What follows belongs to an exercise in optimizing a design on an open flow for small area, a short achievable clock period and few clock cycles per item; a production flow would make more cautious choices.
Only simulation tests tie the RTL to the original design; equivalence was not proved.
Power and IR drop assume default switching activity.

==> design/flow/design.v <==
package pcg_pkg;
   localparam int REQ_DATA_W = 88;
   localparam int RSP_DATA_W = 64;
   localparam int CSR_ADDR_W = 4;
   localparam int CSR_DATA_W = 32;
   localparam logic [1:0] EVT_NOTE_OFF = 2'd0;
   localparam logic [1:0] EVT_NOTE_ON  = 2'd1;
   localparam logic [1:0] EVT_PITCH    = 2'd2;
   localparam logic [1:0] REG_GATE_HIGH = 2'd0;
   localparam logic [1:0] REG_GATE_LOW  = 2'd1;
   localparam logic [1:0] REG_THRESHOLD = 2'd2;
   localparam logic [16:0] GATE_HIGH_RST = 17'd4096;
   localparam logic [16:0] GATE_LOW_RST  = 17'd409;
   localparam logic [15:0] THRESHOLD_RST = 16'd41;
   localparam logic [18:0] Q_BASE      = 19'd20480;
   localparam logic [12:0] VEL_DEFAULT = 13'd3277;     
   localparam logic [12:0] VEL_FULL    = 13'd4096;
endpackage
import pcg_pkg::*;
module pcg_csr (
   input  logic                  clock,
   input  logic                  reset,
   input  logic                  csr_psel,
   input  logic                  csr_penable,
   input  logic                  csr_pwrite,
   input  logic [CSR_ADDR_W-1:0] csr_paddr,
   input  logic [CSR_DATA_W-1:0] csr_pwdata,
   output logic [CSR_DATA_W-1:0] csr_prdata,
   output logic                  csr_pready,
   output logic signed [16:0]    gate_high,
   output logic signed [16:0]    gate_low,
   output logic [15:0]           threshold
);
   logic signed [16:0] gate_high_ff;
   logic signed [16:0] gate_low_ff;
   logic [15:0]        threshold_ff;
   logic [16:0]        rd_lo_ff;
   logic               rd_hi_ff;
   logic               wr_beat;
   logic               wr_high;
   logic               wr_low;
   logic signed [16:0] wr_level;
   assign csr_pready = 1'b1;
   assign wr_beat    = csr_psel && csr_penable && csr_pwrite;
   assign wr_high    = wr_beat && csr_paddr[3:2] == REG_GATE_HIGH;
   assign wr_low     = wr_beat && csr_paddr[3:2] == REG_GATE_LOW;
   assign wr_level   = csr_pwdata[16:0];
   assign threshold  = threshold_ff;
   assign gate_high  = gate_high_ff;
   assign gate_low   = gate_low_ff;
   always_ff @(posedge clock) begin
      if (reset) begin
         gate_high_ff <= GATE_HIGH_RST;
         gate_low_ff  <= GATE_LOW_RST;
         threshold_ff <= THRESHOLD_RST;
      end else begin
         if (wr_high) begin
            gate_high_ff <= wr_level;
         end
         if (wr_low) begin
            gate_low_ff <= wr_level;
         end
         if (wr_beat && csr_paddr[3:2] == REG_THRESHOLD) begin
            threshold_ff <= csr_pwdata[15:0];
         end
      end
   end
   always_ff @(posedge clock) begin
      case (csr_paddr[3:2])
         REG_GATE_HIGH: begin
            rd_lo_ff <= gate_high_ff;
            rd_hi_ff <= gate_high_ff[16];
         end
         REG_GATE_LOW: begin
            rd_lo_ff <= gate_low_ff;
            rd_hi_ff <= gate_low_ff[16];
         end
         REG_THRESHOLD: begin
            rd_lo_ff <= {1'b0, threshold_ff};
            rd_hi_ff <= 1'b0;
         end
         default: begin
            rd_lo_ff <= '0;
            rd_hi_ff <= 1'b0;
         end
      endcase
   end
   assign csr_prdata = {{15{rd_hi_ff}}, rd_lo_ff};
endmodule
import pcg_pkg::*;
module pcg_lane_mem (
   input  logic               clock,
   input  logic               reset,
   input  logic [15:0]        rd_sel,
   output logic [6:0]         rd_note,
   output logic [19:0]        rd_t,
   output logic [15:0]        gates,
   output logic [15:0]        gates_nx,
   input  logic [15:0]        gate_set,
   input  logic [15:0]        gate_clr,
   input  logic [15:0]        note_we,
   input  logic [15:0]        t_we,
   input  logic [6:0]         wr_note,
   input  logic [19:0]        wr_t
);
   logic [15:0] gate_ff;
   logic [6:0]  note_ff [0:15];
   logic [19:0] t_ff    [0:15];
   assign gates    = gate_ff;
   assign gates_nx = (gate_ff & ~gate_clr) | gate_set;
   always_comb begin
      rd_note   = '0;
      rd_t      = '0;
      for (int i = 0; i < 16; i++) begin
         rd_note   = rd_note   | (note_ff[i] & {7{rd_sel[i]}});
         rd_t      = rd_t      | (t_ff[i] & {20{rd_sel[i]}});
      end
   end
   always_ff @(posedge clock) begin
      if (reset) begin
         gate_ff <= '0;
      end else begin
         gate_ff <= gates_nx;
      end
   end
   always_ff @(posedge clock) begin
      for (int i = 0; i < 16; i++) begin
         if (note_we[i]) begin
            note_ff[i] <= wr_note;
         end
         if (t_we[i]) begin
            t_ff[i] <= wr_t;
         end
      end
   end
endmodule
import pcg_pkg::*;
module pcg_add #(
   parameter int W = 8
) (
   input  logic [W-1:0] a,
   input  logic [W-1:0] b,
   input  logic         cin,
   output logic [W-1:0] s
);
   logic [W-1:0] p;
   logic [W-1:0] g;
   logic [W-1:0] gg;
   logic [W-1:0] pp;
   always_comb begin
      p  = a ^ b;
      g  = a & b;
      gg = g;
      pp = p;
      gg[0] = g[0] | (p[0] & cin);
      for (int l = 0; (1 << l) < W; l++) begin
         for (int i = 0; i < W; i++) begin
            if ((i >> l) & 1) begin
               gg[i] = gg[i] | (pp[i] & gg[((i >> l) << l) - 1]);
               pp[i] = pp[i] & pp[((i >> l) << l) - 1];
            end
         end
      end
      s[0] = p[0] ^ cin;
      for (int i = 1; i < W; i++) begin
         s[i] = p[i] ^ gg[i - 1];
      end
   end
endmodule
module pcg_uge #(
   parameter int W = 8
) (
   input  logic [W-1:0] a,
   input  logic [W-1:0] b,
   output logic         ge
);
   logic [W-1:0] gg;
   logic [W-1:0] pp;
   always_comb begin
      gg = a & ~b;
      pp = a | ~b;
      gg[0] = gg[0] | pp[0];
      for (int l = 0; (1 << l) < W; l++) begin
         for (int i = 0; i < W; i++) begin
            if ((i >> l) & 1) begin
               gg[i] = gg[i] | (pp[i] & gg[((i >> l) << l) - 1]);
               pp[i] = pp[i] & pp[((i >> l) << l) - 1];
            end
         end
      end
      ge = gg[W-1];
   end
endmodule
module pcg_csa #(
   parameter int W = 8
) (
   input  logic [W-1:0] a,
   input  logic [W-1:0] b,
   input  logic [W-1:0] c,
   output logic [W-1:0] s,
   output logic [W-1:0] k
);
   assign s = a ^ b ^ c;
   assign k = {(a[W-2:0] & b[W-2:0]) | (a[W-2:0] & c[W-2:0]) | (b[W-2:0] & c[W-2:0]), 1'b0};
endmodule
module pcg_nonneg3 (
   input  logic [23:0] x,
   input  logic [23:0] y,
   input  logic [23:0] z,
   output logic        nonneg
);
   logic [23:0] s;
   logic [23:0] k;
   logic [22:0] gg;
   logic [22:0] pp;
   always_comb begin
      s  = x ^ y ^ z;
      k  = {(x[22:0] & y[22:0]) | (x[22:0] & z[22:0]) | (y[22:0] & z[22:0]), 1'b1};
      gg = s[22:0] & k[22:0];
      pp = s[22:0] | k[22:0];
      gg[0] = gg[0] | pp[0];    
      for (int l = 0; (1 << l) < 23; l++) begin
         for (int i = 0; i < 23; i++) begin
            if ((i >> l) & 1) begin
               gg[i] = gg[i] | (pp[i] & gg[((i >> l) << l) - 1]);
               pp[i] = pp[i] & pp[((i >> l) << l) - 1];
            end
         end
      end
      nonneg = !(s[23] ^ k[23] ^ gg[22]);
   end
endmodule
module pcg_velocity_pre (
   input  logic [17:0] vel_t,       
   output logic [12:0] hi_s,
   output logic [12:0] hi_k,
   output logic        c6
);
   logic [18:0] s1, k1, s2, k2, s3, k3;
   logic        no_c6;
   pcg_csa #(.W(19)) u_v1 (.a(19'(vel_t) << 1), .b(19'(vel_t >> 3)), .c(19'(vel_t >> 7)),
                           .s(s1), .k(k1));
   pcg_csa #(.W(19)) u_v2 (.a(s1), .b(k1), .c(19'(vel_t >> 11)), .s(s2), .k(k2));
   pcg_csa #(.W(19)) u_v3 (.a(s2), .b(k2), .c(19'd38), .s(s3), .k(k3));
   pcg_uge #(.W(6)) u_c6 (.a(~k3[5:0]), .b(s3[5:0]), .ge(no_c6));
   assign c6   = !no_c6;
   assign hi_s = s3[18:6];
   assign hi_k = k3[18:6];
endmodule
module pcg_velocity (
   input  logic [12:0] hi_s,
   input  logic [12:0] hi_k,
   input  logic        c6,
   input  logic [1:0]  vel_sel,     
   output logic [12:0] velocity
);
   logic [12:0] quot;
   pcg_add #(.W(13)) u_hi (.a(hi_s), .b(hi_k), .cin(c6), .s(quot));
   always_comb begin
      case (vel_sel)
         2'd0:    velocity = quot;
         2'd1:    velocity = VEL_DEFAULT;
         2'd2:    velocity = 13'd0;
         default: velocity = VEL_FULL;
      endcase
   end
endmodule
module pcg_note_calc (
   input  logic signed [21:0] a,           
   input  logic [6:0]         rec_note,    
   input  logic signed [21:0] rec_a,       
   input  logic [15:0]        threshold,
   output logic [6:0]         note,        
   output logic signed [21:0] new_offset,  
   output logic signed [21:0] held_offset, 
   output logic               send_pitch   
);
   logic [9:0]  hi;
   logic        neg;
   logic        clamp_hi;
   logic [9:0]  hi_m127;
   logic [6:0]  hi_r;
   logic [9:0]  held_hi;
   logic        lo_ok;
   logic        hi_ok;
   assign hi       = a[21:12];
   assign neg      = a[21];
   assign clamp_hi = !neg && ((hi[9:7] != 3'd0) || (hi[6:0] == 7'd127 && a[11]));
   pcg_add #(.W(10)) u_hi_m127 (.a(hi), .b(10'h381), .cin(1'b0), .s(hi_m127));
   pcg_add #(.W(7))  u_hi_r    (.a(hi[6:0]), .b(7'd0), .cin(a[11]), .s(hi_r));
   always_comb begin
      if (neg) begin
         note       = 7'd0;
         new_offset = a;
      end else if (clamp_hi) begin
         note       = 7'd127;
         new_offset = {hi_m127, a[11:0]};
      end else begin
         note       = hi_r;
         new_offset = {{10{a[11]}}, a[11:0]};
      end
   end
   pcg_add #(.W(10)) u_held (.a(hi), .b(~{3'd0, rec_note}), .cin(1'b1), .s(held_hi));
   assign held_offset = {held_hi, a[11:0]};
   pcg_nonneg3 u_lo (
      .x      ({{2{a[21]}}, a}),
      .y      (~{8'd0, threshold}),
      .z      (~{{2{rec_a[21]}}, rec_a}),
      .nonneg (lo_ok)
   );
   pcg_nonneg3 u_hi (
      .x      ({{2{rec_a[21]}}, rec_a}),
      .y      (~{{2{a[21]}}, a}),
      .z      (~{8'd0, threshold}),
      .nonneg (hi_ok)
   );
   assign send_pitch = lo_ok || hi_ok;
endmodule
import pcg_pkg::*;
module pcg_event_out (
   input  logic                  clock,
   input  logic                  reset,
   input  logic                  push,      
   input  logic [1:0]            e_kind,
   input  logic [3:0]            e_lane,
   input  logic [6:0]            e_note,
   input  logic [12:0]           e_vel,
   input  logic [21:0]           e_off,
   input  logic [15:0]           e_time,
   input  logic                  e_last,
   input  logic                  e_on,      
   output logic                  skid_busy,
   output logic                  skid_busy_nx,
   output logic                  rsp_tvalid,
   input  logic                  rsp_tready,
   output logic [RSP_DATA_W-1:0] rsp_tdata,
   output logic [1:0]            rsp_tuser,
   output logic                  rsp_tlast
);
   localparam int EW = 66;
   logic          o_valid_ff;
   logic          o_on_ff;
   logic [1:0]    o_kind_ff;
   logic [3:0]    o_lane_ff;
   logic [6:0]    o_note_ff;
   logic [12:0]   o_vel_ff;
   logic [21:0]   o_off_ff;
   logic [15:0]   o_time_ff;
   logic          o_last_ff;
   logic          s_valid_ff;
   logic [EW-1:0] s_ff;
   logic [EW-1:0] e_bus;
   logic [EW-1:0] o_src;
   logic          o_free;
   assign e_bus  = {e_on, e_last, e_kind, e_lane, e_note, e_vel, e_off, e_time};
   assign o_free = !o_valid_ff || (rsp_tready && !o_on_ff);
   assign o_src  = s_valid_ff ? s_ff : e_bus;
   assign skid_busy    = s_valid_ff;
   assign skid_busy_nx = s_valid_ff ? !o_free : (push && !o_free);
   always_ff @(posedge clock) begin
      if (reset) begin
         o_valid_ff <= 1'b0;
         o_on_ff    <= 1'b0;
         s_valid_ff <= 1'b0;
      end else begin
         if (o_on_ff) begin
            if (rsp_tready) begin
               o_on_ff <= 1'b0;
            end
         end else if (o_free) begin
            o_valid_ff <= s_valid_ff || push;
            o_on_ff    <= o_src[EW-1] && (s_valid_ff || push);
         end
         s_valid_ff <= skid_busy_nx;
      end
   end
   always_ff @(posedge clock) begin
      if (o_on_ff) begin
         if (rsp_tready) begin
            o_kind_ff <= EVT_PITCH;
            o_vel_ff  <= '0;
            o_last_ff <= 1'b1;
         end
      end else if (o_free) begin
         {o_last_ff, o_kind_ff, o_lane_ff, o_note_ff, o_vel_ff, o_off_ff, o_time_ff} <= o_src[EW-2:0];
         o_last_ff <= o_src[EW-2] && !o_src[EW-1];
      end
      if (!s_valid_ff) begin
         s_ff <= e_bus;
      end
   end
   assign rsp_tvalid = o_valid_ff;
   assign rsp_tuser  = o_kind_ff;
   assign rsp_tlast  = o_last_ff;
   assign rsp_tdata  = {2'd0, o_time_ff, o_off_ff & {22{!o_on_ff}}, o_vel_ff, o_note_ff, o_lane_ff};
endmodule
import pcg_pkg::*;
module poly_cv_gate_to_note_events (
   input  logic                  clock,
   input  logic                  reset,
   input  logic                  req_tvalid,
   output logic                  req_tready,
   input  logic [REQ_DATA_W-1:0] req_tdata,
   input  logic [0:0]            req_tuser,    
   output logic                  rsp_tvalid,
   input  logic                  rsp_tready,
   output logic [RSP_DATA_W-1:0] rsp_tdata,
   output logic [1:0]            rsp_tuser,    
   output logic                  rsp_tlast,
   input  logic                  csr_psel,
   input  logic                  csr_penable,
   input  logic                  csr_pwrite,
   input  logic [CSR_ADDR_W-1:0] csr_paddr,
   input  logic [CSR_DATA_W-1:0] csr_pwdata,
   output logic [CSR_DATA_W-1:0] csr_prdata,
   output logic                  csr_pready
);
   logic signed [16:0] gate_high;
   logic signed [16:0] gate_low;
   logic [15:0]        threshold;
   logic               rdy_ff;         
   logic               a_valid_ff;
   logic               a_reset_ff;
   logic [3:0]         a_lane_ff;
   logic [4:0]         a_req_ff;       
   logic signed [16:0] a_gate_ff;
   logic               a_ge;           
   logic               a_le;           
   logic signed [16:0] a_pitch_ff;
   logic signed [6:0]  a_m_ff;         
   logic [17:0]        a_vt_ff;        
   logic [1:0]         a_vsel_ff;
   logic [15:0]        a_time_ff;
   logic               b_valid_ff;
   logic               b_simple_ff;    
   logic               b_final_ff;     
   logic               it_reset_ff;    
   logic [15:0]        it_sel_ff;      
   logic [15:0]        it_pend_ff;     
   logic               it_use_ff;      
   logic               it_ge_ff;       
   logic               it_le_ff;       
   logic signed [19:0] it_t_ff;        
   logic [12:0]        it_vhs_ff;      
   logic [12:0]        it_vhk_ff;
   logic               it_vc_ff;
   logic [1:0]         it_vsel_ff;
   logic               noev_ff;        
   logic               fire_ff;        
   logic               done_ff;        
   logic               bfree_ff;       
   logic [15:0]        it_time_ff;
   logic               rec_gate_ff;    
   logic [6:0]         rec_note_ff;
   logic signed [19:0] rec_t_ff;
   logic [4:0]         lanes_ff;       
   logic signed [16:0] in_gate;
   logic signed [16:0] in_vl;
   logic [4:0]         in_count;
   logic [17:0]        in_vt;
   logic               a_lane0;
   logic [15:0]        a_sel;
   logic               a_simple;
   logic [19:0]        a_t_s, a_t_k, a_t;
   logic [12:0]        a_vhs;
   logic [12:0]        a_vhk;
   logic               a_vc;
   logic [15:0]        a_pend;
   logic [12:0]        c_vel;
   logic [6:0]         mem_note;
   logic [19:0]        mem_t;
   logic [15:0]        walk_sel;
   logic [6:0]         walk_note;
   logic [15:0]        rd_sel;
   logic [15:0]        gates;
   logic [15:0]        gates_nx;
   logic [15:0]        gate_set;
   logic [15:0]        gate_clr;
   logic [15:0]        note_we;
   logic [15:0]        t_we;
   logic               note_wr;
   logic               t_wr;
   logic [6:0]         c_note;
   logic signed [21:0] c_new_off;
   logic signed [21:0] c_held_off;
   logic               c_send;
   logic [15:0]        pending;
   logic               walk_any;
   logic               walk_single;
   logic [3:0]         walk_lane;
   logic [3:0]         it_lane;
   logic               step;           
   logic               fire;
   logic               b_done;
   logic               a_move;
   logic               a_valid_nx;
   logic               b_valid_nx;
   logic               b_final_nx;
   logic               step_nx;
   logic               wphase;         
   logic               bfree_nx;
   logic               noev_nx;
   logic               fire_nx;
   logic               a_use;
   logic               a_gate;
   logic               rise, fall, held;
   logic               s_event;
   logic               skid_busy;
   logic               skid_busy_nx;
   logic               push;
   logic [1:0]         e_kind;
   logic [3:0]         e_lane;
   logic [6:0]         e_note;
   logic [12:0]        e_vel;
   logic [21:0]        e_off;
   logic               e_last;
   logic               e_on;
   pcg_csr u_csr (
      .clock       (clock),
      .reset       (reset),
      .csr_psel    (csr_psel),
      .csr_penable (csr_penable),
      .csr_pwrite  (csr_pwrite),
      .csr_paddr   (csr_paddr),
      .csr_pwdata  (csr_pwdata),
      .csr_prdata  (csr_prdata),
      .csr_pready  (csr_pready),
      .gate_high   (gate_high),
      .gate_low    (gate_low),
      .threshold   (threshold)
   );
   pcg_lane_mem u_lane_mem (
      .clock     (clock),
      .reset     (reset),
      .rd_sel    (rd_sel),
      .rd_note   (mem_note),
      .rd_t      (mem_t),
      .gates     (gates),
      .gates_nx  (gates_nx),
      .gate_set  (gate_set),
      .gate_clr  (gate_clr),
      .note_we   (note_we),
      .t_we      (t_we),
      .wr_note   (c_note),
      .wr_t      (it_t_ff)
   );
   pcg_velocity_pre u_velocity_pre (
      .vel_t (a_vt_ff),
      .hi_s  (a_vhs),
      .hi_k  (a_vhk),
      .c6    (a_vc)
   );
   pcg_velocity u_velocity (
      .hi_s     (it_vhs_ff),
      .hi_k     (it_vhk_ff),
      .c6       (it_vc_ff),
      .vel_sel  (it_vsel_ff),
      .velocity (c_vel)
   );
   pcg_note_calc u_note_calc (
      .a           ({it_t_ff, 2'b00}),
      .rec_note    (rec_note_ff),
      .rec_a       ({rec_t_ff, 2'b00}),
      .threshold   (threshold),
      .note        (c_note),
      .new_offset  (c_new_off),
      .held_offset (c_held_off),
      .send_pitch  (c_send)
   );
   pcg_event_out u_event_out (
      .clock        (clock),
      .reset        (reset),
      .push         (push),
      .e_kind       (e_kind),
      .e_lane       (e_lane),
      .e_note       (e_note),
      .e_vel        (e_vel),
      .e_off        (e_off),
      .e_time       (it_time_ff),
      .e_last       (e_last),
      .e_on         (e_on),
      .skid_busy    (skid_busy),
      .skid_busy_nx (skid_busy_nx),
      .rsp_tvalid   (rsp_tvalid),
      .rsp_tready   (rsp_tready),
      .rsp_tdata    (rsp_tdata),
      .rsp_tuser    (rsp_tuser),
      .rsp_tlast    (rsp_tlast)
   );
   assign req_tready = rdy_ff;
   assign in_count = req_tdata[8:4];
   assign in_gate  = req_tdata[25:9];
   assign in_vl    = req_tdata[64:48];
   pcg_add #(.W(18)) u_in_vt (.a(18'(in_vl[15:0])), .b(18'(in_vl[15:0]) << 1), .cin(1'b0), .s(in_vt));
   always_ff @(posedge clock) begin
      if (rdy_ff) begin
         a_reset_ff <= req_tuser[0];
         a_lane_ff  <= req_tdata[3:0];
         if (in_count == 5'd0) begin
            a_req_ff <= 5'd1;
         end else if (in_count > 5'd16) begin
            a_req_ff <= 5'd16;
         end else begin
            a_req_ff <= in_count;
         end
         a_gate_ff  <= in_gate;
         a_pitch_ff <= req_tdata[42:26];
         a_m_ff     <= 7'sd15 + 7'($signed(req_tdata[47:43])) + (7'($signed(req_tdata[47:43])) <<< 1);
         a_vt_ff    <= in_vt;
         if (!req_tdata[65]) begin
            a_vsel_ff <= 2'd1;
         end else if (in_vl[16] || in_vl == 17'd0) begin
            a_vsel_ff <= 2'd2;
         end else if (in_vl >= 17'sd40955) begin
            a_vsel_ff <= 2'd3;
         end else begin
            a_vsel_ff <= 2'd0;
         end
         a_time_ff  <= req_tdata[81:66];
      end
   end
   pcg_uge #(.W(17)) u_ge (.a(a_gate_ff ^ 17'h10000), .b(gate_high ^ 17'h10000), .ge(a_ge));
   pcg_uge #(.W(17)) u_le (.a(gate_low ^ 17'h10000), .b(a_gate_ff ^ 17'h10000), .ge(a_le));
   assign a_lane0  = (a_lane_ff == 4'd0);
   assign a_sel    = 16'(1) << a_lane_ff;
   assign a_simple = (a_pend == 16'd0);
   pcg_csa #(.W(20)) u_a_csa (
      .a (20'(a_pitch_ff)),
      .b (20'(a_pitch_ff) << 1),
      .c (20'(a_m_ff) << 12),
      .s (a_t_s),
      .k (a_t_k)
   );
   pcg_add #(.W(20)) u_a_add (.a(a_t_s), .b(a_t_k), .cin(1'b0), .s(a_t));
   assign wphase = !(b_simple_ff || b_final_ff);
   assign step   = !wphase;
   assign fire   = fire_ff;
   assign b_done = done_ff;
   assign a_move = a_valid_ff && bfree_ff;
   assign a_use  = !a_reset_ff && (a_lane0 || {1'b0, a_lane_ff} < lanes_ff);
   assign a_gate = |(gates_nx & a_sel);
   always_comb begin
      a_valid_nx = rdy_ff ? req_tvalid : a_valid_ff;
      b_valid_nx = a_move || (b_valid_ff && !b_done);
      if (bfree_ff) begin
         b_final_nx = 1'b0;
         step_nx    = a_simple;
         noev_nx    = !a_use || (!a_gate && !a_ge);
      end else begin
         noev_nx    = noev_ff;
         b_final_nx = b_final_ff
                      || (b_valid_ff && wphase && (!walk_any || (fire && walk_single)));
         step_nx    = b_simple_ff || b_final_nx;
      end
      fire_nx  = b_valid_nx && (!skid_busy_nx || (noev_nx && step_nx));
      bfree_nx = !b_valid_nx || (fire_nx && step_nx);
   end
   always_ff @(posedge clock) begin
      if (reset) begin
         rdy_ff     <= 1'b1;
         a_valid_ff <= 1'b0;
         b_valid_ff <= 1'b0;
         b_final_ff <= 1'b0;
         fire_ff    <= 1'b0;
         noev_ff    <= 1'b0;
         done_ff    <= 1'b0;
         bfree_ff   <= 1'b1;
         lanes_ff   <= 5'd1;
      end else begin
         rdy_ff     <= !a_valid_nx || bfree_nx;
         a_valid_ff <= a_valid_nx;
         b_valid_ff <= b_valid_nx;
         b_final_ff <= b_final_nx;
         fire_ff    <= fire_nx;
         done_ff    <= fire_nx && step_nx;
         noev_ff    <= noev_nx;
         bfree_ff   <= bfree_nx;
         if (a_move) begin
            if (a_reset_ff) begin
               lanes_ff <= 5'd1;
            end else if (a_lane0) begin
               lanes_ff <= a_req_ff;
            end
         end
      end
   end
   always_comb begin
      for (int i = 0; i < 16; i++) begin
         a_pend[i] = gates_nx[i] && (a_reset_ff || (a_lane0 && 5'(i) >= a_req_ff));
      end
   end
   always_ff @(posedge clock) begin
      if (bfree_ff) begin
         b_simple_ff <= a_simple;
         it_reset_ff <= a_reset_ff;
         it_sel_ff   <= a_sel;
         it_pend_ff  <= a_pend;
         it_use_ff   <= a_use;
         it_ge_ff    <= a_ge;
         it_le_ff    <= a_le;
         it_t_ff     <= a_t;
         it_vhs_ff   <= a_vhs;
         it_vhk_ff   <= a_vhk;
         it_vc_ff    <= a_vc;
         it_vsel_ff  <= a_vsel_ff;
         it_time_ff  <= a_time_ff;
         rec_gate_ff <= a_gate;
         rec_note_ff <= (note_wr && |(it_sel_ff & a_sel)) ? c_note : mem_note;
         rec_t_ff    <= (t_wr && |(it_sel_ff & a_sel)) ? it_t_ff : mem_t;
      end else if (fire && wphase) begin
         it_pend_ff  <= it_pend_ff & ~walk_sel;
      end
   end
   assign pending   = it_pend_ff;
   assign rd_sel    = (b_valid_ff && wphase) ? walk_sel : a_sel;
   assign walk_note = mem_note;
   assign walk_any = |pending;
   always_comb begin
      walk_sel  = '0;
      walk_lane = '0;
      for (int i = 15; i >= 0; i--) begin
         if (pending[i]) begin
            walk_sel  = 16'(1) << i;
            walk_lane = 4'(i);
         end
      end
   end
   assign walk_single = (pending & ~walk_sel) == 16'd0;
   always_comb begin
      it_lane = '0;
      for (int i = 0; i < 16; i++) begin
         it_lane = it_lane | (4'(i) & {4{it_sel_ff[i]}});
      end
   end
   assign rise    = it_use_ff && !rec_gate_ff && it_ge_ff;
   assign fall    = it_use_ff && rec_gate_ff && it_le_ff;
   assign held    = it_use_ff && rec_gate_ff && !it_le_ff && c_send;
   assign s_event = rise || fall || held;
   assign note_wr = b_done && rise;
   assign t_wr    = b_done && (rise || held);
   always_comb begin
      push     = 1'b0;
      e_kind   = EVT_NOTE_OFF;
      e_lane   = it_lane;
      e_note   = rec_note_ff;
      e_vel    = '0;
      e_off    = '0;
      e_last   = 1'b1;
      e_on     = 1'b0;
      gate_set = '0;
      gate_clr = '0;
      if (wphase) begin
         push   = fire && walk_any;
         e_lane = walk_lane;
         e_note = walk_note;
         e_last = walk_single && (it_reset_ff || !s_event);
         if (fire) begin
            gate_clr = walk_sel;
         end
      end else begin
         push = fire && s_event;
         if (rise) begin
            e_kind = EVT_NOTE_ON;
            e_note = c_note;
            e_vel  = c_vel;
            e_off  = c_new_off;
            e_on   = 1'b1;
         end else if (!fall) begin
            e_kind = EVT_PITCH;
            e_off  = c_held_off;
         end
         if (fire) begin
            gate_set = rise ? it_sel_ff : 16'd0;
            gate_clr = fall ? it_sel_ff : 16'd0;
         end
      end
   end
   assign note_we = note_wr ? it_sel_ff : 16'd0;
   assign t_we    = t_wr ? it_sel_ff : 16'd0;
endmodule
==> design/flow/flow/run.sh <==
#!/bin/bash
# Layout flow: the standard layout (standard.sh, with its synthesis
# unchanged), run with timing repair aimed below the clock period, small
# plain buffers on the ports (resized by repair where timing needs it) and
# larger clock-tree sink clusters. Each tool's output goes to a log file here.
set -euo pipefail
export SETUP_SLACK_MARGIN=5.7
export BUFFER_PORTS_ARGS="-buffer_cell sky130_fd_sc_hd__buf_1"
export CTS_CLUSTER_SIZE=25
export CTS_CLUSTER_DIAMETER=100
bash standard.sh > standard_flow.log 2>&1
==> design/flow/standard.sh <==
#!/bin/bash
# synth_recipe.tcl (not shown) runs the flow's synth.tcl, then flattens the netlist and writes it again
# the make line also repeats each setting of config.mk as NAME=value (left out here)
make -C /OpenROAD-flow-scripts/flow DESIGN_CONFIG=/design/flow/config.mk WORK_HOME=/design/flow/orfs CLKGATE_MAP_FILE= SYNTH_SCRIPT=/design/flow/synth_recipe.tcl "${@:-finish}"
==> design/flow/config.mk <==
export PLATFORM = sky130hd
export DESIGN_NAME = poly_cv_gate_to_note_events
export DESIGN_NICKNAME = poly_cv_gate_to_note_events
export VERILOG_FILES = /design/flow/design.v
export SDC_FILE = /design/flow/constraint.sdc
export NUM_CORES = 4
export LEC_CHECK = 0
export CAP_MARGIN = 20
export CORE_MARGIN = 2
export CORE_UTILIZATION = 40
export SLEW_MARGIN = 20
==> design/flow/constraint.sdc <==
create_clock -name core_clock -period 10.0 [get_ports {clock}]
set_input_delay 2.0000 -clock core_clock [delete_from_list [all_inputs] [get_ports {clock}]]
set_output_delay 2.0000 -clock core_clock [all_outputs]
set_load 0.01 [all_outputs]
==> flow_summary.toml, run 1 <==
[cells_and_area]
layout-drive-gt1-share_pct = 6.68
fillers = 8685
final_core_utilization_pct = 44.4
num-nets-final = 3421
multiInputGateArea_mm2 = 0.0125
final_cell_mix = "edfxtp_1 (713), nand2_1 (290), buf_1 (203)"
final_common_cell = "edfxtp_1"
area_growth_pct = 10.1
register_area_mm2 = 0.0247

[floorplan]
coreArea_mm2 = 0.0950
ioPinCount = 234
die_w_um = 314
dieHeight_um = 314
die_area_mm2 = 0.0983
initial_utilization_pct = 40.3
rows = 113

[critical_path]
crit_type = "in -> reg"
worstPathArrival_ns = 4.58
setup.worst_path.start_class = "primary input"
required_ns = 10.40
cp-end-kind = "flip-flop"
worstPathMaxFanout = 4

[synth]
ys_top_cells_by_area = "edfxtp_1 (56%), dfxtp_1 (8.7%), ha_1 (4.6%)"
synthCells = 2899
yosys_register_bits = 879
synth_seq_area_share_pct = 64.5
ys.flop_type = "edfxtp_1"
avgSynthCellArea_um2 = 13.2
synth_top_area_share_pct = 55.9
syn_area_mm2 = 0.0383
synth_edf_count = 713
yosys.area.top_type = "edfxtp_1"
async_flop_share_pct = 0
ys_types = 88
yosys_warnings = 16

[sta]
fin_tns_setup_ns = 0
fmax_mhz = 239
period_share_pct = 41.8
finalSetupViolCount = 0
slew_viol_final = 0
clock_skew_ns = 0.0251
hold_ws_ns = 0.421
rsz0062_at_grt = "false"
min_period_ns = 4.18
worstMarginPinSlew_ns = 1.08
relSlewSlack_pct = 27.2
hold_viol_final = 0

[power_and_ir_drop]
p_clk_share_pct = 23.8
netSwitchingPower_w = 0.00253
p_seq_share_pct = 53.9
comb_power_share_pct = 22.3
p_int_w = 0.00603
vdd_drop_max_mv = 0.118
sw_frac_of_total_pct = 29.6
powerDensity_mw_per_mm2 = 203
finalPower_w = 0.00856
p_leak_nw = 15.3

[flow_run]
drv_cap = 0

[global_route]
grt_pass1_wl_um = 147000
grt_pass1_vias = 23300
grt_overflow = 0
grt_use_total_pct = 19.7
grt_max_degree = 84
antenna_found_initial = 2

[worst_hold_path]
hp-class = "reg -> reg"

[clock_network]
clock-sinks = 879
cts_max_path_buffers = 3
root_buffer = "clkbuf_16"
clock_latency_ns = 0.64
cts_made_buffers = 43
htree_num_levels = 2
clkTransAtPathRegs_ns = 0.10
cts_tree = "yes"

[placement]
portBuffers = 207
place_congestion = 0.903
hpwl_um = 66400

[drt]
drt.antenna.violating_nets = 0
drt-initial-drc-count = 2460
route.vias.total = 24100
route.detailed.drc = 0
wl_per_cell_um = 22.4
wl_um = 98200
routed_via_density = 5.51
firstDrtPassIters = 7

[status]
status = "finished clean"
==> final timing paths <==
kind	slack, ns	cells after the start	start	endpoint
worst max register to register	5.88	13	it_t_ff[14]	u_lane_mem.t_ff[5][4]
worst min-delay path	0.42	0	a_time_ff[7]	it_time_ff[7]
worst max-delay path	5.82	14	req_tdata[50]	a_vt_ff[16]
worst min register to register	0.42	0	a_time_ff[7]	it_time_ff[7]
==> layout make-up <==
cell class | instances | share of cell area (%)
repair buffers | 278 | 3.17
multi-input cells | 1709 | 29.7
flip-flops and latches | 879 | 58.7
inverters | 174 | 1.58
clock buffers | 61 | 2.81
well taps | 1265 | 3.75
diodes | 1 | 0.00593
clock inverters | 11 | 0.294
==> critical path, stage by stage <==
cell      delay [ns]
clkbuf_4        0.18
inv_12          0.05
ha_4            0.24
nor2b_1         0.03
o21ai_1         0.17
a21boi_1        0.09
o21a_1          0.23
o41a_1          0.43
a41o_1          0.25
o211a_1         0.24
o21a_1          0.21
o21ai_1         0.13
nand2b_1        0.07
ha_2            0.26
==> state kept, by name, summed over array words and instances (netlist names), 17 cells and up <==
name	count
u_csr.gate_high_ff	17
u_csr.rd_lo_ff	17
u_event_out.o_off_ff	22
a_gate_ff	17
a_pitch_ff	17
u_csr.gate_low_ff	17
u_event_out.s_ff	66
a_vt_ff	18
rec_t_ff	20
u_lane_mem.t_ff	320
it_t_ff	20
u_lane_mem.note_ff	112
==> power by group through the flow <==
| stage | registers, W | clock network, W | logic (W) |
|---|---|---|---|
| after floorplan | 0.00476 | 0 | 0.00111 |
| after global placement | 0.00469 | 0 | 0.00188 |
| after detailed placement | 0.00470 | 0 | 0.00190 |
| after CTS | 0.00462 | 0.00208 | 0.00193 |
| after global routing | 0.00465 | 0.00220 | 0.00216 |
| final | 0.00461 | 0.00204 | 0.00191 |
==> routing by layer <==
| metal | vias to the layer above | GRT usage [%] | part of all wire [%] |
|---|---|---|---|
| li1 | 11200 | - | - |
| met5 | - | 0 | 0 |
| met1 | 12000 | 27.3 | 43 |
| met3 | 123 | 2.59 | 6.7 |
| met2 | 812 | 32.5 | 48 |
| met4 | 0 | 5.56 | 2.7 |
==> timing repair <==
item / 4_1_cts / 5_1_grt
pin swaps: 0 / 2
setup buffers: 3 / 3
endpoints found under the setup margin: 342 / 344
hold buffers: 0 / 0
gates resized for setup: 24 / 9
==> cell usage after synthesis (all sizes together), types with 16 or more instances <==
cell    instances
edfxtp        713
nand2         291
inv           174
dfxtp         166
a21oi         157
ha            140
nor2          111
o21ai         104
clkbuf        102
a22oi          98
nand3          68
fa             64
a222oi         56
mux2i          49
and2           42
nor3           41
nor2b          40
buf            36
nand4          36
nand2b         28
a221oi         25
and3           24
xnor2          22
maj3           21
o31ai          20
a22o           19
mux2           19
a211oi         16
==> per-stage QoR <==
step	instances	cell area, um2	setup slack (ns)
4_1_cts	4374	42100	5.70
3_5_place_dp	4299	40800	4.94
3_3_place_gp	4298	40700	4.95
6_report	4378	42200	5.82
5_1_grt	4377	42200	5.70
2_1_floorplan	2900	38400	5.54
==> kinds of logic after synthesis <==
family,count (synthesis),synth area share [%]
flip-flops,879,64.5
AND/OR/NAND/NOR,731,9.17
AO/OA/AOI/OAI,647,11.8
buffers and inverters,312,3.35
adder cells (fa/ha/maj),225,8.46
multiplexers,68,1.84
XOR/XNOR,35,0.800
other,2,0.0196
Testbench counts, summed over its fixed seeds: cycles 34,101, items 32,000.
==> run 2, diff against run 1 <==
--- a/design/flow/flow/run.sh
+++ b/design/flow/flow/run.sh
@@ -4,7 +4,7 @@
 # plain buffers on the ports (resized by repair where timing needs it) and
 # larger clock-tree sink clusters. Each tool's output goes to a log file here.
 set -euo pipefail
-export SETUP_SLACK_MARGIN=5.7
+export SETUP_SLACK_MARGIN=5.90
 export BUFFER_PORTS_ARGS="-buffer_cell sky130_fd_sc_hd__buf_1"
 export CTS_CLUSTER_SIZE=25
 export CTS_CLUSTER_DIAMETER=100
==> run 2 against run 1 <==
Setup slack improved by 0.17 ns. Utilization decreased by 0.070 points. Clock-buffer cell count increased by 1. Combinational power about the same. Critical path depth decreased by 1. Worst hold slack about the same. Sequential cell count unchanged. Clock power decreased by 3%. Global-route usage decreased by 0.10 points. Critical endpoint unchanged.
==> flow_summary.toml, run 2 <==
[clock_network]
htree_num_levels = 2
root_buffer = "clkbuf_16"
clkTransAtPathRegs_ns = 0.10
cts_tree = "yes"
cts_made_buffers = 42
cts_hold_buf = 0
cts_max_path_buffers = 3
clock-sinks = 879
clock_latency_ns = 0.63

[floorplan]
die_area_mm2 = 0.0983
dieHeight_um = 314
rows = 113
ioPinCount = 234
initial_utilization_pct = 40.3
die_w_um = 314
coreArea_mm2 = 0.0950

[cells_and_area]
num-nets-final = 3416
largest_reg_flops = 320
largest_registers = "u_lane_mem.t_ff x320, u_lane_mem.note_ff x112, u_event_out.s_ff x66"
final_core_utilization_pct = 44.3
layout-drive-gt1-share_pct = 6.60
top_register = "u_lane_mem.t_ff"
finalNonFillerCells = 4370
final_cell_mix = "edfxtp_1 (713), nand2_1 (290), buf_1 (202)"
fillers = 8682
final_common_cell = "edfxtp_1"
area_growth_pct = 9.89

[critical_path]
crit_family = "compound AO/OA/AOI/OAI gates"
crit_buf_inv = 1
cpPeakStageDelay_ns = 0.41
slowest_stage = "o41a_1"
worstSetupEndpoint = "a_vt_ff[16]"
required_ns = 10.39
crit_chain = "buf_2, ha_4, nor2b_1, o21ai_2, a21boi_1, o21a_1, o41a_1, a41o_1, o211a_1, o21a_1, o21ai_1, nand2b_1, ha_2"
worstPathMaxFanout = 4
rr_worst_depth = 12
crit_start = "req_tdata[49]"
timing.rr.end = "rec_t_ff[0]"
setup.worst_path.start_class = "primary input"
cp-end-kind = "flip-flop"
cpMostUsedCell = "o21a_1"
worstPathArrival_ns = 4.40
reg2reg_from = "it_t_ff[15]"
cp.depth = 13
reg2reg_setup_slack_ns = 6.03
crit_type = "in -> reg"

[sta]
relSlewSlack_pct = 26.1
fmax_mhz = 249
worstMarginPinSlew_ns = 1.10
period_share_pct = 40.1
hold_viol_final = 0
fin_tns_setup_ns = 0
rsz0062_at_grt = "false"
finalSetupViolCount = 0
min_period_ns = 4.01
slew_viol_final = 0
hold_ws_ns = 0.421
clock_skew_ns = 0.0305

[synth]
yosys.area.top_type = "edfxtp_1"
yosys_register_bits = 879
synthCells = 2899
synth_commonest_cells = "edfxtp_1 (713), nand2_1 (291), inv_1 (174), dfxtp_1 (166), a21oi_1 (156)"
yosysMostFrequentCell = "edfxtp_1"
async_flop_share_pct = 0
synth_top_area_share_pct = 55.9
ys.flop_type = "edfxtp_1"
ys_top_cells_by_area = "edfxtp_1 (56%), dfxtp_1 (8.7%), ha_1 (4.6%)"
synth_seq_area_share_pct = 64.5
avgSynthCellArea_um2 = 13.2
ys_types = 88
synth_edf_count = 713
yosys_warnings = 16
syn_area_mm2 = 0.0383

[drt]
route.vias.total = 24100
firstDrtPassIters = 7
wl_um = 98500
drt-initial-drc-count = 2391
drt.antenna.violating_nets = 0
routed_via_density = 5.52
wl_per_cell_um = 22.5
route.detailed.drc = 0

[global_route]
grt_pass1_wl_um = 145000
grt_max_degree = 72
antenna_found_initial = 2
grt_pass1_vias = 23200
grt_overflow = 0
grt_use_total_pct = 19.6

[power_and_ir_drop]
vdd_drop_max_mv = 0.111
finalPower_w = 0.00853
p_leak_nw = 15.2
powerDensity_mw_per_mm2 = 202

[flow_run]
drv_cap = 0

[placement]
dp.cells = 4291
place_congestion = 0.899
hpwl_um = 66300
portBuffers = 207

[worst_hold_path]
hp-class = "reg -> reg"
min_from = "a_time_ff[9]"

[status]
status = "finished clean"
## run 2: cell families (layout without fill, tap and decap cells)
kind of cell / count (synthesis) / after routing / synth area share, %
DFF: 879 / 879 / 64.5
and+or+nand+nor: 731 / 731 / 9.17
buffers and inverters: 312 / 515 / 3.35
AOI/OAI and AO/OA: 647 / 648 / 11.8
xor gates and xnor gates: 35 / 35 / 0.800
adders and majority gates: 225 / 225 / 8.46
muxes: 68 / 68 / 1.84
other: 2 / 4 / 0.0196
## run 2: routing by layer
layer | wire length (um) | up-vias | GRT usage, %
met3 | 7000 | 131 | 3.18
met1 | 41500 | 12000 | 26.6
met5 | 0 | - | 0
met2 | 47300 | 807 | 32.5
met4 | 2750 | 0 | 5.67
li1 | - | 11200 | -
## run 2: layout make-up
| class | instances | area [um2] | area share [%] |
|---|---|---|---|
| well taps | 1265 | 1580 | 3.76 |
| inverters | 174 | 666 | 1.58 |
| clock inverters | 6 | 57.6 | 0.137 |
| clock buffers | 62 | 1170 | 2.77 |
| multi-input cells | 1710 | 12600 | 29.9 |
| diodes | 1 | 2.50 | 0.00594 |
| flip-flops and latches | 879 | 24700 | 58.7 |
| repair buffers | 273 | 1320 | 3.13 |
## run 2: per-stage QoR
step | instance area [um2] | setup WS [ns]
detailed placement | 40700 | 4.80
global route | 42100 | 5.89
floorplan | 38400 | 5.54
CTS | 42000 | 5.90
finish | 42100 | 5.99
global placement | 40700 | 4.81
## run 2: worst min path at each step
stage,to,cells past startpoint
2_1_floorplan,it_time_ff[0],0
3_3_place_gp,it_time_ff[14],0
3_5_place_dp,it_vsel_ff[0],0
4_1_cts,it_time_ff[9],0
5_1_grt,it_time_ff[10],0
6_report,it_time_ff[9],0
## run 2: what timing repair did
item | CTS | global route
pin swaps | 3 | 7
resized for setup | 28 | 16
endpoints found under the setup margin | 352 | 353
cloned | 1 | 0
buffers inserted | 3 | 6
## run 2: power by group
| group | switching (W) | leakage [nW] | total, W | internal (W) |
|---|---|---|---|---|
| clock network | 0.00114 | 0.593 | 0.00197 | 0.000828 |
| logic | 0.00123 | 6.29 | 0.00192 | 0.000696 |
| registers | 0.000155 | 8.33 | 0.00464 | 0.00448 |
==> run 3, diff against run 2 <==
--- a/design/flow/flow/run.sh
+++ b/design/flow/flow/run.sh
@@ -4,7 +4,7 @@
 # plain buffers on the ports (resized by repair where timing needs it) and
 # larger clock-tree sink clusters. Each tool's output goes to a log file here.
 set -euo pipefail
-export SETUP_SLACK_MARGIN=5.90
+export SETUP_SLACK_MARGIN=6.30
 export BUFFER_PORTS_ARGS="-buffer_cell sky130_fd_sc_hd__buf_1"
 export CTS_CLUSTER_SIZE=25
 export CTS_CLUSTER_DIAMETER=100
==> run 3 against run 2 <==
Still clean on timing, DRC and antenna. Via count rose by 4.6%. Worst hold slack gained 0.00071 ns. First-iteration DRC count grew 26%. Clock power rose by 4%. Setup slack better by 0.22 ns. Register-to-register slack gained 0.24 ns. Area after synthesis is the same. Routed wire length is 6.9% higher. Largest cell class unchanged.
==> flow_summary.toml, run 3 <==
[sta]
fmax_mhz = 264
worstMarginPinSlew_ns = 1.02
min_period_ns = 3.79
slew_viol_final = 0
hold_viol_final = 0
finalSetupViolCount = 0
relSlewSlack_pct = 31.8
fin_tns_setup_ns = 0
clock_skew_ns = 0.0188
final.setup.worst_slack_ns = 6.21
period_share_pct = 37.9
rsz0062_at_grt = "true"

[drt]
firstDrtPassIters = 8
wl_um = 105000
wl_per_cell_um = 23.6
route.detailed.drc = 0
route.vias.total = 25200
drt-initial-drc-count = 3007
drt.antenna.violating_nets = 0
routed_via_density = 5.65

[synth]
synth_edf_count = 713
ys_types = 88
syn_area_mm2 = 0.0383
ys.flop_type = "edfxtp_1"
yosys.area.top_type = "edfxtp_1"
yosys_register_bits = 879
synth-xor-area-share_pct = 0.800
synth_seq_area_share_pct = 64.5
avgSynthCellArea_um2 = 13.2
synthCells = 2899
synth-compound-area-share_pct = 11.8
synth_top_family_by_area = "compound AO/OA/AOI/OAI gates"
synth_fa_ha_area_share_pct = 8.46
synth-simple-area-share_pct = 9.17
synth_commonest_cells = "edfxtp_1 (713), nand2_1 (291), inv_1 (174), dfxtp_1 (166), a21oi_1 (156)"
synth_top_area_share_pct = 55.9
yosys_warnings = 16
yosysMostFrequentCell = "edfxtp_1"
synth_mux_area_share_pct = 1.84
async_flop_share_pct = 0
ys_top_cells_by_area = "edfxtp_1 (56%), dfxtp_1 (8.7%), ha_1 (4.6%)"

[critical_path]
cp-end-kind = "flip-flop"
crit_type = "in -> reg"
cpPeakStageDelay_ns = 0.33
worstPathMaxFanout = 3
crit_chain = "buf_12, inv_12, ha_4, nor2b_2, o21ai_2, a21boi_1, o21a_1, o41a_1, a41o_1, o211a_1, o21a_1, o21ai_1, nand2b_1, ha_4"
setup.worst_path.start_class = "primary input"
worstPathArrival_ns = 4.19
required_ns = 10.40
slowest_stage = "o41a_1"

[floorplan]
die_w_um = 314
dieHeight_um = 314
initial_utilization_pct = 40.3
coreArea_mm2 = 0.0950
rows = 113
die_area_mm2 = 0.0983
ioPinCount = 234

[placement]
dp.cells = 4290
portBuffers = 207
preCtsSetupSlack_ns = 4.94
hpwl_um = 66500
place_congestion = 0.923

[cells_and_area]
num-nets-final = 3511
multiInputGateArea_mm2 = 0.0133
register_area_mm2 = 0.0247
area_growth_pct = 14.2
fillers = 8578
largest_registers = "u_lane_mem.t_ff x320, u_lane_mem.note_ff x112, u_event_out.s_ff x66"
largest_reg_flops = 320
final_cell_mix = "edfxtp_1 (713), nand2_1 (291), buf_1 (201)"
diodes = 0
layout-drive-gt1-share_pct = 11.5
finalNonFillerCells = 4467
final_common_cell = "edfxtp_1"
top_register = "u_lane_mem.t_ff"

[power_and_ir_drop]
comb_power_share_pct = 24.7
p_clk_share_pct = 23.1
p_int_w = 0.00621
p_seq_share_pct = 52.2
sw_frac_of_total_pct = 30.0
powerDensity_mw_per_mm2 = 203
vdd_drop_max_mv = 0.116
netSwitchingPower_w = 0.00266
p_leak_nw = 15.9

[clock_network]
cts_tree = "yes"
clock_latency_ns = 0.64
cts_made_buffers = 43
cts_max_path_buffers = 3
clkTransAtPathRegs_ns = 0.10
root_buffer = "clkbuf_16"
cts_hold_buf = 0
clock-sinks = 879
htree_num_levels = 2

[worst_hold_path]
hp-class = "reg -> reg"

[global_route]
grt_overflow = 0
grt_use_total_pct = 20.5
grt_pass1_vias = 24000
grt_pass1_wl_um = 153000
antenna_found_initial = 0
grt_max_degree = 63

[status]
status = "finished clean"

[flow_run]
drv_cap = 0
==> run 3: path summary, 6_finish.rpt <==
check | startpoint | endpoint | slack (ns) | depth (start not counted)
setup / recovery | req_tdata[50] | a_vt_ff[16] | 6.21 | 14
setup reg to reg | it_t_ff[10] | rec_t_ff[8] | 6.27 | 15
hold / removal | a_time_ff[14] | it_time_ff[14] | 0.42 | 0
hold reg to reg | a_time_ff[14] | it_time_ff[14] | 0.42 | 0
==> run 3: power groups by stage <==
| stage | sequential [W] | clock, W | combinational, W |
|---|---|---|---|
| 6_report | 0.00463 | 0.00205 | 0.00220 |
| 5_1_grt | 0.00466 | 0.00221 | 0.00242 |
| 4_1_cts | 0.00462 | 0.00209 | 0.00201 |
| 3_5_place_dp | 0.00470 | 0 | 0.00192 |
| 3_3_place_gp | 0.00469 | 0 | 0.00189 |
| 2_1_floorplan | 0.00476 | 0 | 0.00112 |
==> run 3: metrics by stage <==
step / utilization (%) / power [W] / area, um2 / hold slack [ns]
2_1_floorplan: - / 0.00588 / 38500 / 0.400
3_3_place_gp: 42.9 / 0.00658 / 40700 / 0.401
3_5_place_dp: 42.9 / 0.00662 / 40700 / 0.405
4_1_cts: 45.1 / 0.00872 / 42900 / 0.424
5_1_grt: 46.1 / 0.00928 / 43800 / 0.427
6_report: 46.1 / 0.00887 / 43800 / 0.422
==> run 3: area by class of cell <==
type	instances	area share (%)
clock buffer	63	2.78
clock inverter	9	0.257
inverter	174	1.57
multi-input combinational	1754	30.3
sequential	879	56.6
tap	1265	3.62
timing repair buffer	323	4.92
==> run 3: cell families after synthesis <==
| kind of cell | after synthesis |
|---|---|
| mux | 68 |
| fa+ha+maj | 225 |
| xor+xnor | 35 |
| buf+inv | 312 |
| simple gates | 731 |
| compound gates | 647 |
| flops | 879 |
| other cells | 2 |
==> run 3: critical path: cells and delay by family <==
family | cells | cell delay [ns]
and+or+nand+nor | 2 | 0.13
buffers and inverters | 2 | 0.12
AOI/OAI and AO/OA | 8 | 1.46
adders and majority gates | 2 | 0.45
==> run 3: repair_timing <==
action,in CTS,in global routing
gates resized for setup,93,109
setup buffers,18,32
cloned,37,18
endpoints found under the setup margin,376,364
pin swaps,19,29
==> run 3: layer usage <==
metal  wire (um)  GRT usage [%]
met1       44000           28.6
met2       50700           34.2
met3        8190           2.55
met4        2390           4.96
met5           0              0
==> run 4, diff against run 3 <==
--- a/design/flow/flow/run.sh
+++ b/design/flow/flow/run.sh
@@ -4,7 +4,7 @@
 # plain buffers on the ports (resized by repair where timing needs it) and
 # larger clock-tree sink clusters. Each tool's output goes to a log file here.
 set -euo pipefail
-export SETUP_SLACK_MARGIN=6.30
+export SETUP_SLACK_MARGIN=6.45
 export BUFFER_PORTS_ARGS="-buffer_cell sky130_fd_sc_hd__buf_1"
 export CTS_CLUSTER_SIZE=25
 export CTS_CLUSTER_DIAMETER=100
==> run 4 against run 3 <==
Cell count up 0.94%. Critical path depth unchanged. Die area unchanged. Combinational power up 3%. Worst hold slack better by 0.0037 ns. Via count up 0.56%. Clock power down 2%. Clock-buffer cell count up 1. Highest routed layer unchanged.
==> flow_summary.toml, run 4 <==
[sta]
fmax_mhz = 258
worstMarginPinSlew_ns = 0.936
min_period_ns = 3.88
slew_viol_final = 0
rsz0062_at_grt = "true"
fin_tns_setup_ns = 0
clock_skew_ns = 0.0362
finalSetupViolCount = 0
hold_viol_final = 0
relSlewSlack_pct = 36.9
period_share_pct = 38.8

[global_route]
grt_use_total_pct = 20.6
grt_overflow = 0
grt_pass1_wl_um = 153000
antenna_found_initial = 1
grt_pass1_vias = 23800
grt_max_degree = 69

[power_and_ir_drop]
powerDensity_mw_per_mm2 = 201
p_leak_nw = 16.2
vdd_drop_max_mv = 0.128
finalPower_w = 0.00891

[drt]
wl_um = 104000
firstDrtPassIters = 9
drt-initial-drc-count = 2818
route.vias.total = 25400
drt.antenna.violating_nets = 0
route.detailed.drc = 0
routed_via_density = 5.62
wl_per_cell_um = 23.1

[synth]
yosys_warnings = 16
synth_commonest_cells = "edfxtp_1 (713), nand2_1 (291), inv_1 (174), dfxtp_1 (166), a21oi_1 (156)"
syn_area_mm2 = 0.0383
yosys.area.top_type = "edfxtp_1"
synth_top_area_share_pct = 55.9
yosys_register_bits = 879
ys_types = 88
ys_top_cells_by_area = "edfxtp_1 (56%), dfxtp_1 (8.7%), ha_1 (4.6%)"
async_flop_share_pct = 0
ys.flop_type = "edfxtp_1"
synth_seq_area_share_pct = 64.5
synthCells = 2899
yosysMostFrequentCell = "edfxtp_1"
avgSynthCellArea_um2 = 13.2
synth_edf_count = 713

[clock_network]
cts_tree = "yes"
htree_num_levels = 2
root_buffer = "clkbuf_16"
clock-sinks = 879
cts_made_buffers = 42
cts_hold_buf = 0
clock_latency_ns = 0.63
cts_max_path_buffers = 3
clkTransAtPathRegs_ns = 0.10

[placement]
hpwl_um = 65200
portBuffers = 207
place_congestion = 0.876

[cells_and_area]
num-nets-final = 3553
largest_registers = "u_lane_mem.t_ff x320, u_lane_mem.note_ff x112, u_event_out.s_ff x66"
final_cell_mix = "edfxtp_1 (713), nand2_1 (288), buf_1 (200)"
layout-drive-gt1-share_pct = 13.1
top_register = "u_lane_mem.t_ff"
area_growth_pct = 15.4
final_common_cell = "edfxtp_1"
largest_reg_flops = 320

[floorplan]
coreArea_mm2 = 0.0950
dieHeight_um = 314
initial_utilization_pct = 40.3
rows = 113
die_area_mm2 = 0.0983
ioPinCount = 234
die_w_um = 314

[worst_hold_path]
hp-class = "reg -> reg"

[status]
status = "finished clean"

[flow_run]
drv_cap = 0

[critical_path]
rr_worst_depth = 17
crit_type = "in -> reg"
crit_start = "req_tdata[50]"
reg2reg_setup_slack_ns = 6.20
worstSetupEndpoint = "a_vt_ff[16]"
timing.rr.end = "u_lane_mem.t_ff[13][17]"
required_ns = 10.39
reg2reg_from = "it_t_ff[9]"
worstPathArrival_ns = 4.26
worstPathMaxFanout = 4
setup.worst_path.start_class = "primary input"
cp-end-kind = "flip-flop"
run 4: cell count changes in the layout (fill, tap and decap cells not counted), moves of 3 or more:
| cell | delta |
|---|---|
| nor2_2 | +4 |
| clkbuf_16 | -5 |
| a21oi_2 | -3 |
| inv_1 | -3 |
| buf_12 | +3 |
| o211a_4 | +3 |
| buf_6 | +28 |
| inv_4 | +3 |
| buf_4 | +9 |
| clkinv_8 | -5 |
| and2_4 | +4 |
| nand2_1 | -3 |
run 4: power by group:
| group | switching [W] | internal, W | total (W) | leakage [nW] |
|---|---|---|---|---|
| clock network | 0.00115 | 0.000854 | 0.00201 | 0.611 |
| logic | 0.00134 | 0.000926 | 0.00226 | 7.24 |
| registers | 0.000155 | 0.00448 | 0.00464 | 8.33 |
| total | 0.00265 | 0.00626 | 0.00891 | 16.2 |
run 4: layer usage:
layer | vias to the layer above | GRT usage (%) | share of wire (%)
met3 | 158 | 3.33 | 8.1
met1 | 12600 | 29.3 | 42
met4 | 0 | 5.68 | 2.7
met2 | 1033 | 33.0 | 47
li1 | 11600 | - | -
met5 | - | 0 | 0
run 4: worst max-delay path, stage by stage:
cell and delay (ns):
buf_12 0.10, inv_12 0.03, ha_4 0.24, nor2b_2 0.03, o21ai_2 0.15, a21boi_1 0.08
o21a_1 0.19, o41a_1 0.34, a41o_1 0.22, o211a_1 0.24, o21a_1 0.21, o21ai_1 0.12
nand2b_1 0.10, ha_4 0.21
run 4: how the worst min path moves through the flow:
stage                        startpoint             end  slack, ns  cells after the start
after floorplan            a_time_ff[0]   it_time_ff[0]       0.40                      0
after global placement     a_time_ff[7]   it_time_ff[7]       0.40                      0
after detailed placement   a_time_ff[8]   it_time_ff[8]       0.40                      0
after CTS                  a_time_ff[8]   it_time_ff[8]       0.43                      0
after global routing      a_time_ff[11]  it_time_ff[11]       0.43                      0
final                      a_time_ff[8]   it_time_ff[8]       0.43                      0
run 4: per-stage QoR:
| step | worst slack [ns] | area (um2) | utilization [%] | hold WS, ns | instances |
|---|---|---|---|---|---|
| finish | 6.12 | 44300 | 46.6 | 0.426 | 4509 |
| global route | 6.07 | 44300 | 46.6 | 0.433 | 4509 |
| CTS | 6.12 | 43700 | 46.0 | 0.428 | 4476 |
| detailed placement | 4.96 | 40800 | 42.9 | 0.405 | 4292 |
| global placement | 4.98 | 40800 | 42.9 | 0.401 | 4292 |
| floorplan | 5.54 | 38500 | - | 0.400 | 2900 |
run 4: cell families after synthesis:
kind of cell    after synthesis  synth area share (%)
compound gates              647                  11.8
xor+xnor                     35                 0.800
fa+ha+maj                   225                  8.46
buf+inv                     312                  3.35
flops                       879                  64.5
mux                          68                  1.84
other cells                   2                0.0196
simple gates                731                  9.17
run 4: cell type report:
| class | count | area, um2 |
|---|---|---|
| diodes | 1 | 2.50 |
| clock buffers | 64 | 1210 |
| clock inverters | 6 | 61.3 |
| fillers | 8518 | 50800 |
| inverters | 174 | 684 |
| multi-input cells | 1761 | 13400 |
| flip-flops and latches | 879 | 24800 |
| well taps | 1265 | 1580 |
| repair buffers | 359 | 2520 |
run 4: repair_timing:
action | 4_1_cts | 5_1_grt
buffers inserted | 62 | 25
pin swaps | 35 | 39
setup endpoints to repair | 412 | 372
gates cloned | 52 | 7
resized for setup | 176 | 73
==> run 5, diff against run 4 <==
--- a/design/flow/flow/run.sh
+++ b/design/flow/flow/run.sh
@@ -4,7 +4,7 @@
 # plain buffers on the ports (resized by repair where timing needs it) and
 # larger clock-tree sink clusters. Each tool's output goes to a log file here.
 set -euo pipefail
-export SETUP_SLACK_MARGIN=6.45
+export SETUP_SLACK_MARGIN=6
 export BUFFER_PORTS_ARGS="-buffer_cell sky130_fd_sc_hd__buf_1"
 export CTS_CLUSTER_SIZE=25
 export CTS_CLUSTER_DIAMETER=100
==> run 5 against run 4 <==
Still clean. Area after synthesis stayed put. Non-clock buffer count is 78 lower. Design area shrank 4.4%. Sequential share of layout area increased by 2.6 points. Utilization shrank 2.1 points. Clock-buffer cell count grew 7. Worst hold slack lost 0.0023 ns. Sequential cell count did not move. Total power fell by 3.6%. Setup slack lost 0.14 ns. Cell count down 2.7%. First-iteration DRC count fell by 7.6%. Critical endpoint unchanged.
==> flow_summary.toml, run 5 <==
[cells_and_area]
largest_registers = "u_lane_mem.t_ff x320, u_lane_mem.note_ff x112, u_event_out.s_ff x66"
area_growth_pct = 10.3
num-nets-final = 3423
largest_reg_flops = 320
fillers = 8776
diodes = 0
final_cell_mix = "edfxtp_1 (713), nand2_1 (291), buf_1 (202)"
top_register = "u_lane_mem.t_ff"
final_common_cell = "edfxtp_1"
layout-drive-gt1-share_pct = 6.95

[floorplan]
initial_utilization_pct = 40.3
die_w_um = 314
rows = 113
dieHeight_um = 314
die_area_mm2 = 0.0983
ioPinCount = 234
coreArea_mm2 = 0.0950

[sta]
worstMarginPinSlew_ns = 1.02
period_share_pct = 40.2
fmax_mhz = 249
min_period_ns = 4.02
final.setup.worst_slack_ns = 5.98
hold_viol_final = 0
slew_viol_final = 0
clock_skew_ns = 0.0232
relSlewSlack_pct = 31.9
finalSetupViolCount = 0
fin_tns_setup_ns = 0
rsz0062_at_grt = "true"

[synth]
yosys_warnings = 16
yosys.area.top_type = "edfxtp_1"
synth_top_area_share_pct = 55.9
async_flop_share_pct = 0
syn_area_mm2 = 0.0383
ys.flop_type = "edfxtp_1"
synthCells = 2899
yosysMostFrequentCell = "edfxtp_1"
synth_commonest_cells = "edfxtp_1 (713), nand2_1 (291), inv_1 (174), dfxtp_1 (166), a21oi_1 (156)"
synth_seq_area_share_pct = 64.5
ys_top_cells_by_area = "edfxtp_1 (56%), dfxtp_1 (8.7%), ha_1 (4.6%)"
ys_types = 88
yosys_register_bits = 879
avgSynthCellArea_um2 = 13.2
synth_edf_count = 713

[critical_path]
rr_worst_depth = 13
timing.rr.end = "rec_t_ff[0]"
cp-end-kind = "flip-flop"
worstPathArrival_ns = 4.41
required_ns = 10.39
reg2reg_from = "it_t_ff[14]"
reg2reg_setup_slack_ns = 6.07
crit_type = "in -> reg"
worstPathMaxFanout = 4
setup.worst_path.start_class = "primary input"

[drt]
firstDrtPassIters = 6
wl_um = 99700
drt-initial-drc-count = 2604
drt.antenna.violating_nets = 0
routed_via_density = 5.56
route.vias.total = 24400
wl_per_cell_um = 22.7
route.detailed.drc = 0

[worst_hold_path]
min_from = "a_time_ff[5]"
min_path_cells = 0
hp-class = "reg -> reg"
hold_end = "it_time_ff[5]"

[power_and_ir_drop]
p_leak_nw = 15.3
vdd_drop_max_mv = 0.141
powerDensity_mw_per_mm2 = 203

[clock_network]
htree_num_levels = 2
cts_made_buffers = 42
clkTransAtPathRegs_ns = 0.10
clock-sinks = 879
root_buffer = "clkbuf_16"
cts_hold_buf = 0
cts_tree = "yes"
cts_max_path_buffers = 3
clock_latency_ns = 0.63

[global_route]
grt_max_degree = 64
grt_pass1_vias = 23500
grt_overflow = 0
grt_use_total_pct = 19.9
antenna_found_initial = 0
grt_pass1_wl_um = 149000

[placement]
preCtsSetupSlack_ns = 4.92
hpwl_um = 66200
portBuffers = 207
place_congestion = 0.903

[status]
status = "finished clean"

[flow_run]
drv_cap = 0
## run 5: worst max path at each step
stage	startpoint	end	cells after the start	slack, ns
floorplan	req_tdata[50]	a_vt_ff[16]	13	5.54
global placement	req_tdata[50]	a_vt_ff[16]	14	4.95
detailed placement	req_tdata[50]	a_vt_ff[16]	14	4.92
CTS	it_t_ff[3]	rec_t_ff[0]	14	6.01
global route	it_t_ff[3]	rec_t_ff[0]	14	5.89
finish	req_tdata[50]	a_vt_ff[16]	14	5.98
## run 5: final cells by class
cell class / instances / area, um2 / share of cell area, %
sequential: 879 / 24700 / 58.5
tap: 1265 / 1580 / 3.74
inverter: 174 / 666 / 1.57
clock buffer: 71 / 1200 / 2.84
multi-input combinational: 1709 / 12600 / 29.8
clock inverter: 7 / 86.3 / 0.204
timing repair buffer: 281 / 1400 / 3.32
## run 5: repair_timing
item	in CTS	in global routing
setup endpoints to repair	356	355
setup buffers	7	11
gates resized for setup	28	17
gates cloned	0	0
pin swaps	7	13
## run 5: where the power goes
part | internal (W) | total (W) | switching (W)
registers | 0.00448 | 0.00464 | 0.000159
logic | 0.000699 | 0.00193 | 0.00123
clock network | 0.000848 | 0.00201 | 0.00117
total | 0.00603 | 0.00859 | 0.00256
## run 5: critical path, cell delays in order
cell and delay, ns:
buf_12 0.10, inv_12 0.03, ha_4 0.26, nor2b_4 0.03, o21ai_2 0.13, a21boi_1 0.08, o21a_1 0.21, o41a_1 0.42
a41o_1 0.22, o211a_1 0.25, o21a_1 0.21, o21ai_1 0.14, nand2b_1 0.10, ha_4 0.21
## run 5: kinds of logic (layout without fill, tap and decap cells)
group	after synthesis	in the layout	synth area share, %
AND/OR/NAND/NOR	731	731	9.17
multiplexers	68	68	1.84
flip-flops	879	879	64.5
adder cells (fa/ha/maj)	225	225	8.46
AO/OA/AOI/OAI	647	647	11.8
other	2	3	0.0196
buffers and inverters	312	533	3.35
XOR/XNOR	35	35	0.800
## run 5: layer usage
layer	wire, um	share of wire (%)	global-route usage, %	vias to the layer above
li1	-	-	-	11200
met1	42500	43	27.7	12200
met2	48500	49	33.3	826
met3	6620	6.6	2.53	116
met4	2040	2.0	4.55	0
met5	0	0	0	-
## run 5: per-stage QoR
step           area, um2  std cells  utilization, %  hold WS, ns  total power, W
2_1_floorplan      38400       2900               -        0.400         0.00587
6_report           42300       4386            44.5        0.423         0.00859
4_1_cts            42100       4375            44.3        0.427         0.00863
5_1_grt            42300       4386            44.5        0.435         0.00901
3_5_place_dp       40700       4290            42.8        0.405         0.00661
3_3_place_gp       40700       4290            42.8        0.401         0.00657

[afterwards: timing with drivers on the ports]
How much do the figures lean on ideal ports? The routed layouts below were timed once more, with nothing changed but the port constraints. Step 1: set_driving_cell puts a clkbuf_16 on clock and a buf_2 on each other input, an assumption about the parent block. Step 2, shift: input delay + t, output delay - t, t = (earliest + latest rising clock arrival at the registers) / 2. This alone moves slack from input paths to output paths. a / b / c = no drivers / after step 1 / after step 2; a / b = the first two.
run | t (ns) | slack for setup (ns) | hold slack, ns | worst setup path after step 2
run 1 | 0.693 | 5.816 / 5.861 / 5.168 | 0.421 / 0.421 / 0.421 | input to register
run 2 | 0.682 | 5.987 / 6.028 / 5.346 | 0.421 / 0.421 / 0.421 | input to register
run 3 | 0.700 | 6.206 / 6.209 / 5.509 | 0.422 / 0.422 / 0.422 | input to register
run 4 | 0.676 | 6.125 / 6.132 / 5.455 | 0.426 / 0.426 / 0.426 | input to register
run 5 | 0.696 | 5.982 / 5.994 / 5.299 | 0.423 / 0.423 / 0.423 | input to register
After both steps every run listed still meets setup and hold. The setup slack of run 3, which loses most, moves by +0.003 ns with the drivers and by -0.697 ns with both steps.
